Background: an optimization exercise with open tools, aiming at small area and a short achievable clock period. Do not read the settings as production practice.
RTL that was checked went through simulation tests only; none was proved equivalent to the original.

==> inputs of exp/xenon <==
==> flow/design.v <==
`timescale 1ns / 1ps
package tcaoq_pkg;
   localparam int DEPTH = 64;
   localparam int TAG_BITS = 16;
   localparam int SEQ_BITS = 16;
   localparam int CNT_BITS = $clog2(DEPTH + 1);
   typedef enum logic [1:0] {
      FUNC_ENQUEUE      = 2'd0,
      FUNC_DEQ_NAMED    = 2'd1,
      FUNC_DEQ_OLDEST   = 2'd2
   } func_type;
   typedef enum logic [1:0] {
      STATUS_ENQUEUED   = 2'd0,
      STATUS_DEQUEUED   = 2'd1,
      STATUS_EMPTY      = 2'd2,
      STATUS_FULL       = 2'd3
   } status_type;
   localparam logic KIND_FIRST  = 1'b0;
   localparam logic KIND_SECOND = 1'b1;
   typedef struct packed {
      logic [TAG_BITS-1:0] tag;
      logic [SEQ_BITS-1:0] seq;
   } entry_type;
   typedef struct packed {
      logic push;
      logic pop;
   } lane_ctrl_type;
   typedef struct packed {
      logic      empty;
      logic      full;
      entry_type head;
   } lane_stat_type;
endpackage
`timescale 1ns / 1ps
module tcaoq_cell (
   input  logic                 clock,
   input  logic                 load,
   input  tcaoq_pkg::entry_type wr_entry,
   output tcaoq_pkg::entry_type entry
);
   tcaoq_pkg::entry_type entry_ff;
   always_ff @(posedge clock) begin
      if (load) begin
         entry_ff <= wr_entry;
      end
   end
   assign entry = entry_ff;
endmodule
`timescale 1ns / 1ps
module tcaoq_lane (
   input  logic                     clock,
   input  logic                     reset,
   input  tcaoq_pkg::lane_ctrl_type ctrl,
   input  tcaoq_pkg::entry_type     wr_entry,
   output tcaoq_pkg::lane_stat_type stat
);
   localparam int DEPTH    = tcaoq_pkg::DEPTH;
   localparam int ROWS     = DEPTH - 1;
   localparam int CNT_BITS = tcaoq_pkg::CNT_BITS;
   localparam int PTR_BITS = $clog2(ROWS);
   localparam int EW       = tcaoq_pkg::TAG_BITS + tcaoq_pkg::SEQ_BITS;
   logic [CNT_BITS-1:0]  count_ff;
   logic                 empty_ff;
   logic                 one_ff;
   logic                 full_ff;
   logic [PTR_BITS-1:0]  rd_ptr_ff;
   logic [PTR_BITS-1:0]  wr_ptr_ff;
   tcaoq_pkg::entry_type head_ff;
   tcaoq_pkg::entry_type next_head;
   logic [ROWS-1:0]      rd_sel;
   logic [ROWS*EW-1:0]   row_data;
   for (genvar i = 0; i < ROWS; i++) begin : g_row
      assign rd_sel[i] = (rd_ptr_ff == PTR_BITS'(i));
      tcaoq_cell u_cell (
         .clock    (clock),
         .load     (ctrl.push && !empty_ff && (wr_ptr_ff == PTR_BITS'(i))),
         .wr_entry (wr_entry),
         .entry    (row_data[i*EW +: EW])
      );
   end
   always_comb begin
      next_head = '0;
      for (int i = 0; i < ROWS; i++) begin
         next_head = next_head | (row_data[i*EW +: EW] & {EW{rd_sel[i]}});
      end
   end
   logic [PTR_BITS-1:0] rd_ptr_inc;
   logic [PTR_BITS-1:0] wr_ptr_inc;
   assign rd_ptr_inc = (rd_ptr_ff == PTR_BITS'(ROWS - 1)) ? PTR_BITS'(0) : rd_ptr_ff + PTR_BITS'(1);
   assign wr_ptr_inc = (wr_ptr_ff == PTR_BITS'(ROWS - 1)) ? PTR_BITS'(0) : wr_ptr_ff + PTR_BITS'(1);
   always_ff @(posedge clock) begin
      if (ctrl.push && empty_ff) begin
         head_ff <= wr_entry;
      end else if (ctrl.pop) begin
         head_ff <= next_head;
      end
   end
   always_ff @(posedge clock) begin
      if (reset) begin
         count_ff  <= '0;
         empty_ff  <= 1'b1;
         one_ff    <= 1'b0;
         full_ff   <= 1'b0;
         rd_ptr_ff <= '0;
         wr_ptr_ff <= '0;
      end else if (ctrl.push) begin
         count_ff <= count_ff + CNT_BITS'(1);
         empty_ff <= 1'b0;
         one_ff   <= empty_ff;
         full_ff  <= (count_ff == CNT_BITS'(DEPTH - 1));
         if (!empty_ff) begin
            wr_ptr_ff <= wr_ptr_inc;
         end
      end else if (ctrl.pop) begin
         count_ff <= count_ff - CNT_BITS'(1);
         empty_ff <= one_ff;
         one_ff   <= (count_ff == CNT_BITS'(2));
         full_ff  <= 1'b0;
         if (!one_ff) begin
            rd_ptr_ff <= rd_ptr_inc;
         end
      end
   end
   assign stat.empty = empty_ff;
   assign stat.full  = full_ff;
   assign stat.head  = head_ff;
endmodule
`timescale 1ns / 1ps
module two_class_age_ordered_queue (
   input  logic        clock,
   input  logic        reset,
   input  logic        req_valid,
   output logic        req_ready,
   input  logic [1:0]  req_func,
   input  logic        req_kind,
   input  logic [15:0] req_tag,
   output logic        rsp_valid,
   input  logic        rsp_ready,
   output logic [1:0]  rsp_status,
   output logic        rsp_out_kind,
   output logic [15:0] rsp_out_tag
);
   tcaoq_pkg::lane_ctrl_type       first_ctrl;
   tcaoq_pkg::lane_ctrl_type       second_ctrl;
   tcaoq_pkg::lane_stat_type       first_stat;
   tcaoq_pkg::lane_stat_type       second_stat;
   tcaoq_pkg::entry_type           wr_entry;
   logic [tcaoq_pkg::SEQ_BITS-1:0] arrival_ff;
   logic [tcaoq_pkg::SEQ_BITS-1:0] arrival_in;
   logic [tcaoq_pkg::SEQ_BITS-1:0] seq_diff;
   logic                           first_older;
   logic                           accept;
   logic                           rsp_valid_ff;
   logic                           rsp_valid_in;
   tcaoq_pkg::status_type          status_ff;
   tcaoq_pkg::status_type          status_in;
   logic                           kind_ff;
   logic                           kind_in;
   logic [15:0]                    tag_ff;
   logic [15:0]                    tag_in;
   assign req_ready = !rsp_valid_ff || rsp_ready;
   assign accept        = req_valid && req_ready;
   assign wr_entry.tag = tcaoq_pkg::TAG_BITS'(req_tag);
   assign wr_entry.seq = arrival_ff;
   assign seq_diff    = first_stat.head.seq - second_stat.head.seq;
   assign first_older = (seq_diff == '0) || seq_diff[tcaoq_pkg::SEQ_BITS-1];
   always_comb begin
      first_ctrl  = '0;
      second_ctrl = '0;
      arrival_in  = arrival_ff;
      status_in   = tcaoq_pkg::STATUS_EMPTY;
      kind_in     = tcaoq_pkg::KIND_FIRST;
      tag_in      = '0;
      case (req_func)
         tcaoq_pkg::FUNC_ENQUEUE: begin
            kind_in = req_kind;
            if ((req_kind == tcaoq_pkg::KIND_FIRST) ? first_stat.full
                                                        : second_stat.full) begin
               status_in = tcaoq_pkg::STATUS_FULL;
            end else begin
               status_in        = tcaoq_pkg::STATUS_ENQUEUED;
               first_ctrl.push  = (req_kind == tcaoq_pkg::KIND_FIRST);
               second_ctrl.push = (req_kind == tcaoq_pkg::KIND_SECOND);
               arrival_in       = arrival_ff + tcaoq_pkg::SEQ_BITS'(1);
            end
         end
         tcaoq_pkg::FUNC_DEQ_NAMED: begin
            kind_in = req_kind;
            if (req_kind == tcaoq_pkg::KIND_FIRST) begin
               if (!first_stat.empty) begin
                  status_in      = tcaoq_pkg::STATUS_DEQUEUED;
                  first_ctrl.pop = 1'b1;
                  tag_in         = 16'(first_stat.head.tag);
               end
            end else begin
               if (!second_stat.empty) begin
                  status_in       = tcaoq_pkg::STATUS_DEQUEUED;
                  second_ctrl.pop = 1'b1;
                  tag_in          = 16'(second_stat.head.tag);
               end
            end
         end
         tcaoq_pkg::FUNC_DEQ_OLDEST: begin
            if (!first_stat.empty && (second_stat.empty || first_older)) begin
               status_in      = tcaoq_pkg::STATUS_DEQUEUED;
               kind_in        = tcaoq_pkg::KIND_FIRST;
               first_ctrl.pop = 1'b1;
               tag_in         = 16'(first_stat.head.tag);
            end else if (!second_stat.empty) begin
               status_in       = tcaoq_pkg::STATUS_DEQUEUED;
               kind_in         = tcaoq_pkg::KIND_SECOND;
               second_ctrl.pop = 1'b1;
               tag_in          = 16'(second_stat.head.tag);
            end
         end
         default: begin
            status_in = tcaoq_pkg::STATUS_EMPTY;
         end
      endcase
      if (!accept) begin
         first_ctrl  = '0;
         second_ctrl = '0;
         arrival_in  = arrival_ff;
      end
   end
   always_comb begin
      rsp_valid_in = rsp_valid_ff;
      if (accept) begin
         rsp_valid_in = 1'b1;
      end else if (rsp_ready) begin
         rsp_valid_in = 1'b0;
      end
   end
   always_ff @(posedge clock) begin
      if (reset) begin
         rsp_valid_ff <= 1'b0;
         arrival_ff   <= tcaoq_pkg::SEQ_BITS'(1);
      end else begin
         rsp_valid_ff <= rsp_valid_in;
         arrival_ff   <= arrival_in;
      end
   end
   always_ff @(posedge clock) begin
      if (accept) begin
         status_ff <= status_in;
         kind_ff   <= kind_in;
         tag_ff    <= tag_in;
      end
   end
   assign rsp_valid    = rsp_valid_ff;
   assign rsp_status   = status_ff;
   assign rsp_out_kind = kind_ff;
   assign rsp_out_tag  = tag_ff;
   tcaoq_lane u_first_lane (
      .clock    (clock),
      .reset    (reset),
      .ctrl     (first_ctrl),
      .wr_entry (wr_entry),
      .stat     (first_stat)
   );
   tcaoq_lane u_second_lane (
      .clock    (clock),
      .reset    (reset),
      .ctrl     (second_ctrl),
      .wr_entry (wr_entry),
      .stat     (second_stat)
   );
endmodule
==> flow/run.sh <==
#!/bin/bash
# synth_recipe.tcl (not shown) runs the flow's synth.tcl, then flattens the netlist and writes it again
# the make line also repeats each setting of config.mk as NAME=value (left out here)
make -C /OpenROAD-flow-scripts/flow DESIGN_CONFIG=/design/flow/config.mk WORK_HOME=/design/flow/orfs CLKGATE_MAP_FILE= SYNTH_SCRIPT=/design/flow/synth_recipe.tcl finish
==> flow/config.mk <==
export PLATFORM = sky130hd
export DESIGN_NAME = two_class_age_ordered_queue
export DESIGN_NICKNAME = two_class_age_ordered_queue
export VERILOG_FILES = /design/flow/design.v
export SDC_FILE = /design/flow/constraint.sdc
export NUM_CORES = 4
export LEC_CHECK = 0
export CAP_MARGIN = 20
export CORE_MARGIN = 2
export CORE_UTILIZATION = 40
export SLEW_MARGIN = 20
==> flow/constraint.sdc <==
create_clock -name core_clock -period 4.5 [get_ports {clock}]
set_input_delay 0.9000 -clock core_clock [delete_from_list [all_inputs] [get_ports {clock}]]
set_output_delay 0.9000 -clock core_clock [all_outputs]
set_load 0.01 [all_outputs]
==> inputs of exp/ember, as changes to exp/xenon <==
==> flow/design.v, changed modules only <==
module tcaoq_cell (
   input  logic                 clock,
   input  logic                 load,
   input  logic                 shift,
   input  tcaoq_pkg::entry_type wr_entry,
   input  tcaoq_pkg::entry_type next_entry,
   output tcaoq_pkg::entry_type entry
);
   tcaoq_pkg::entry_type entry_ff;
   tcaoq_pkg::entry_type entry_in;
   always_comb begin
      entry_in = entry_ff;
      if (shift) begin
         entry_in = next_entry;
      end else if (load) begin
         entry_in = wr_entry;
      end
   end
   always_ff @(posedge clock) begin
      entry_ff <= entry_in;
   end
   assign entry = entry_ff;
endmodule
module tcaoq_lane (
   input  logic                     clock,
   input  logic                     reset,
   input  tcaoq_pkg::lane_ctrl_type ctrl,
   input  tcaoq_pkg::entry_type     wr_entry,
   output tcaoq_pkg::lane_stat_type stat
);
   localparam int DEPTH    = tcaoq_pkg::DEPTH;
   localparam int CNT_BITS = tcaoq_pkg::CNT_BITS;
   localparam int EW       = tcaoq_pkg::TAG_BITS + tcaoq_pkg::SEQ_BITS;
   logic [CNT_BITS-1:0]    count_ff;
   logic [CNT_BITS-1:0]    count_in;
   logic [DEPTH*EW-1:0]    cell_data;
   logic [DEPTH*EW-1:0]    neighbor_data;
   assign neighbor_data = {cell_data[DEPTH*EW-1 -: EW], cell_data[DEPTH*EW-1:EW]};
   for (genvar i = 0; i < DEPTH; i++) begin : g_cell
      logic at_tail;
      assign at_tail = (count_ff == CNT_BITS'(i));
      tcaoq_cell u_cell (
         .clock      (clock),
         .load       (ctrl.push && at_tail),
         .shift      (ctrl.pop),
         .wr_entry   (wr_entry),
         .next_entry (neighbor_data[i*EW +: EW]),
         .entry      (cell_data[i*EW +: EW])
      );
   end
   always_comb begin
      count_in = count_ff;
      if (ctrl.push) begin
         count_in = count_ff + CNT_BITS'(1);
      end else if (ctrl.pop) begin
         count_in = count_ff - CNT_BITS'(1);
      end
   end
   always_ff @(posedge clock) begin
      if (reset) begin
         count_ff <= '0;
      end else begin
         count_ff <= count_in;
      end
   end
   assign stat.empty = (count_ff == '0);
   assign stat.full  = (count_ff == CNT_BITS'(DEPTH));
   assign stat.head  = cell_data[EW-1:0];
endmodule
==> inputs of exp/umber, as changes to exp/xenon <==
--- a/flow/design.v
+++ b/flow/design.v
@@ -73,7 +73,7 @@
       assign rd_sel[i] = (rd_ptr_ff == PTR_BITS'(i));
       tcaoq_cell u_cell (
          .clock    (clock),
-         .load     (ctrl.push && !empty_ff && (wr_ptr_ff == PTR_BITS'(i))),
+         .load     (!full_ff && (wr_ptr_ff == PTR_BITS'(i))),
          .wr_entry (wr_entry),
          .entry    (row_data[i*EW +: EW])
       );
@@ -89,7 +89,7 @@
    assign rd_ptr_inc = (rd_ptr_ff == PTR_BITS'(ROWS - 1)) ? PTR_BITS'(0) : rd_ptr_ff + PTR_BITS'(1);
    assign wr_ptr_inc = (wr_ptr_ff == PTR_BITS'(ROWS - 1)) ? PTR_BITS'(0) : wr_ptr_ff + PTR_BITS'(1);
    always_ff @(posedge clock) begin
-      if (ctrl.push && empty_ff) begin
+      if (empty_ff) begin
          head_ff <= wr_entry;
       end else if (ctrl.pop) begin
          head_ff <= next_head;
@@ -241,7 +241,7 @@
       end
    end
    always_ff @(posedge clock) begin
-      if (accept) begin
+      if (req_ready) begin
          status_ff <= status_in;
          kind_ff   <= kind_in;
          tag_ff    <= tag_in;
Settings changed: SETUP_SLACK_MARGIN from default to 2.0.
==> results.ini <==
[placed_design]
place_area_um2=168000
hpwl_um=417000

[setup_path]
cp_top_family=simple AND/OR/NAND/NOR gates

[final_layout]
layout_common_cells=edfxtp_1 (4,115), a22oi_1 (1,095), buf_4 (608)
multiInputGateArea_um2=26700
final_core_util=0.483
buf_share=0.0581

[status]
outcome=finished clean

[global_route]
use_met1=0.449
grt_pass1_vias=93997

[pwr]
p_leak_nw=59.5

[detailed_routing]
wl_per_cell_um=47.2

[floorplan]
core-area_um2=376000

# the run above: exp/xenon

==> results.ini <==
[status]
outcome=finished clean

[final_layout]
multiInputGateArea_um2=32400
layout_common_cells=edfxtp_1 (4,115), a22oi_1 (1,438), buf_4 (875)
final_core_util=0.519

[placed_design]
place_area_um2=166000
hpwl_um=376000

[floorplan]
core-area_um2=378000

[detailed_routing]
wl_per_cell_um=46.7

[pwr]
p_leak_nw=62.3

# the run above: exp/umber

==> results.ini <==
[status]
outcome=finished clean

[floorplan]
core-area_um2=406000

[final_layout]
multiInputGateArea_um2=35300
layout_common_cells=edfxtp_1 (4,115), a21o_1 (4,035), clkbuf_16 (411)
nFillCells=34165
final_core_util=0.466

[placed_design]
hpwl_um=230000

[detailed_routing]
wl_per_cell_um=23.6

[global_route]
use_met1=0.237
grt_pass1_vias=89248

[pwr]
p_leak_nw=87.0

[clock_tree]
cts.htree.levels=5

[sta]
min_period_ns=4.21

# the run above: exp/ember

The RTL of exp/umber was laid out without a check of its function.

==> re-timing with driven ports <==
How much do the figures lean on ideal ports? The routed layouts below were timed once more, with nothing changed but the port constraints. Step 1 sets driving cells, clkbuf_16 on the clock port and buf_2 on the other inputs (assumed; they add their load-dependent delay and slew). Step 2 moves the port delays by t, midway between the first and last clock arrival at a register: inputs arrive t later, outputs are due t later. That takes back most of the time a late clock gives input paths. Slacks: no drivers / after step 1 / after step 2; pairs: no drivers / after step 1.
| run | shift t [ns] | setup WS [ns] | worst hold slack (ns) |
|---|---|---|---|
| exp/xenon | 1.082 | 0.145 / 0.145 / -0.358 | 0.434 / 0.362 / 0.522 |
| exp/ember | 1.014 | 0.289 / 0.289 / 0.064 | 0.495 / 0.466 / 0.495 |
| exp/umber | 1.060 | 0.966 / 0.966 / 0.631 | 0.481 / 0.400 / 0.511 |
With both steps, setup timing fails in exp/xenon, where it was met with ideal ports. The setup slack of exp/xenon, which loses most, moves by 0.000 ns with the drivers and by -0.503 ns with both steps.
